What follows belongs to an exercise in optimizing a design on an open flow for small area, a short achievable clock period and few clock cycles; a production flow would make more cautious choices. Only simulation tests tie the RTL to the original design; equivalence was not proved.

==> flow/design.v (excerpt) <==
module stack_with_min_max_mean_top (
	input  logic                                  clk,
	input  logic                                  arst_n,
	input  logic                                  req_valid,
	output logic                                  req_ready,
	input  logic [stkstat_pkg::KIND_W-1:0]        req_kind,
	input  logic signed [stkstat_pkg::VAL_W-1:0]  req_value,
	output logic                                  rsp_valid,
	input  logic                                  rsp_ready,
	output logic [stkstat_pkg::STAT_W-1:0]        rsp_status,
	output logic signed [stkstat_pkg::VAL_W-1:0]  rsp_popped,
	output logic signed [stkstat_pkg::VAL_W-1:0]  rsp_minimum,
	output logic signed [stkstat_pkg::VAL_W-1:0]  rsp_maximum,
	output logic signed [stkstat_pkg::MEAN_W-1:0] rsp_mean_q8,
	output logic [stkstat_pkg::FILL_W-1:0]        rsp_fill,
	input  logic                                  cfg_valid,
	output logic                                  cfg_ready,
	input  logic [stkstat_pkg::FILL_W-1:0]        cfg_data
);
For scale: roughly 11000 cells after synthesis, roughly 4100 flip-flops, ~190 I/O pins, ~160000 sq um of cells after synthesis.
clock: 8.0 ns
lec_check: 0
cap_margin: 20
core_margin: 2
core_utilization: 45
cts_buf_list: sky130_fd_sc_hd__clkbuf_8
cts_cluster_diameter: 50
cts_cluster_size: 14
setup_slack_margin: 3.5
slew_margin: 20
tns_end_percent: 10
run.sh (not shown) runs the stock make flow with config.mk's settings and CLKGATE_MAP_FILE= SYNTH_SCRIPT=/design/flow/synth_recipe.tcl, a recipe that flattens the netlist after the stock synthesis.
Testbench counts at the start, summed over its fixed seeds: cycles 20,225.
Change:
--- a/flow/design.v
+++ b/flow/design.v
@@ -158,20 +158,18 @@
 	logic [DEPTH-1:0]  m3;        
 	logic [DEPTH-1:0]  xmin, xmax, smin, smax, hmin, hmax, hsel;
 	logic              rmin2, rmax2;
 	logic [DEPTH-1:0]  p1;        
 	logic [DEPTH-1:0]  p3;        
 	logic [DEPTH-1:0]  psel_q, psel_nx;
 	logic [31:0]       rd;
 	logic              fix_q, fixmin_q, blk, fix_nx;
-	logic              ex_pred, fix_pred, stale_q;
-	assign blk     = (fix_q && k_pop) || stale_q;
-	assign ex_pred = rq_vld && !blk;
-	assign ex      = ex_pred && !recirc;
+	assign blk     = fix_q && k_pop;
+	assign ex      = rq_vld && !recirc && !blk;
 	assign rq_free = !rq_vld || (!recirc && !blk);
 	assign empty  = !therm_q[0];
 	assign full   = full_q;
 	assign k_push = (rq_kind == stkstat_pkg::KIND_PUSH);
 	assign k_pop  = (rq_kind == stkstat_pkg::KIND_POP);
 	assign k_qry  = (rq_kind == stkstat_pkg::KIND_QUERY);
 	assign push_ok = k_push && !full;
 	assign pop_ok  = k_pop && !empty;
@@ -206,22 +204,21 @@
 		smax = xmax;
 		for (int d = 1; d < DEPTH; d = d * 2) begin
 			smin = smin | (smin >> d);
 			smax = smax | (smax >> d);
 		end
 		hmin = xmin & ~(smin >> 1);
 		hmax = xmax & ~(smax >> 1);
 		hsel = rmin2 ? hmin : hmax;
-		fix_pred = ex_pred && pop_ok && (rmin2 || rmax2) && therm_q[2];
-		fix_nx   = fix_pred && !recirc;
-		if (fix_pred)                 psel_nx = hsel;
-		else if (ex_pred && push_ok)  psel_nx = p1;
-		else if (ex_pred && pop_ok)   psel_nx = p3;
-		else                          psel_nx = p2;
+		fix_nx = ex && pop_ok && (rmin2 || rmax2) && therm_q[2];
+		if (fix_nx)              psel_nx = hsel;
+		else if (ex && push_ok)  psel_nx = p1;
+		else if (ex && pop_ok)   psel_nx = p3;
+		else                     psel_nx = p2;
 		rd = '0;
 		for (int i = 0; i < DEPTH; i++) begin
 			rd = rd | ({32{psel_q[i]}} & ent_q[i]);
 		end
 	end
 	logic             fl_vld_q, fl_min_q, fl_max_q;
 	always_comb begin
 		for (int i = 0; i < DEPTH; i++) begin
@@ -249,21 +246,19 @@
 		end
 	end
 	always_ff @(posedge clk or negedge arst_n) begin
 		if (!arst_n) begin
 			fill_q  <= '0;
 			therm_q <= '0;
 			full_q  <= 1'b0;
 			fix_q   <= 1'b0;
-			stale_q <= 1'b0;
 		end else begin
 			full_q <= full_nx;
-			fix_q   <= fix_nx;
-			stale_q <= ex_pred && recirc;
+			fix_q  <= fix_nx;
 			if (ex) begin
 				fill_q <= fill_n;
 				if (push_ok) therm_q <= {therm_q[DEPTH-2:0], 1'b1};
 				if (pop_ok)  therm_q <= {1'b0, therm_q[DEPTH-1:1]};
 			end
 		end
 	end
 	logic [SUM_W-1:0] sum_push;
Outcome: Worst setup slack gets better by 0.22 ns; non-clock buffer count is lower by 64; wire length is lower by 3.3%; synthesized cell count is lower by about 1%.
Testbench counts after the change, summed over its fixed seeds: cycles 20,225.

==> static timing again, ports no longer ideal <==
The results above use ideal ports. As a check the final layouts listed here were re-extracted and re-timed, cells and wires unchanged. Step 1, drivers: a clkbuf_16 drives clk and a buf_2 each remaining input, both assumed. Step 2 times the ports against the registers' clock, not the clock port: input delays grow and output delays shrink by t, the midpoint of the rising clock arrivals with the driver on. a / b / c = ideal ports / drivers / drivers and shift; a / b = the first two.
run	shift t [ns]	setup WS [ns]	worst register clock-pin slew, ns
the first run	1.222	3.232 / 3.232 / 2.344	0.10 / 0.10
the second run	1.256	3.450 / 3.449 / 2.326	0.10 / 0.10
After both steps every run listed still meets setup and hold. For the second run, which loses most, drivers alone change the setup slack by -0.001 ns; drivers and shift together by -1.124 ns.
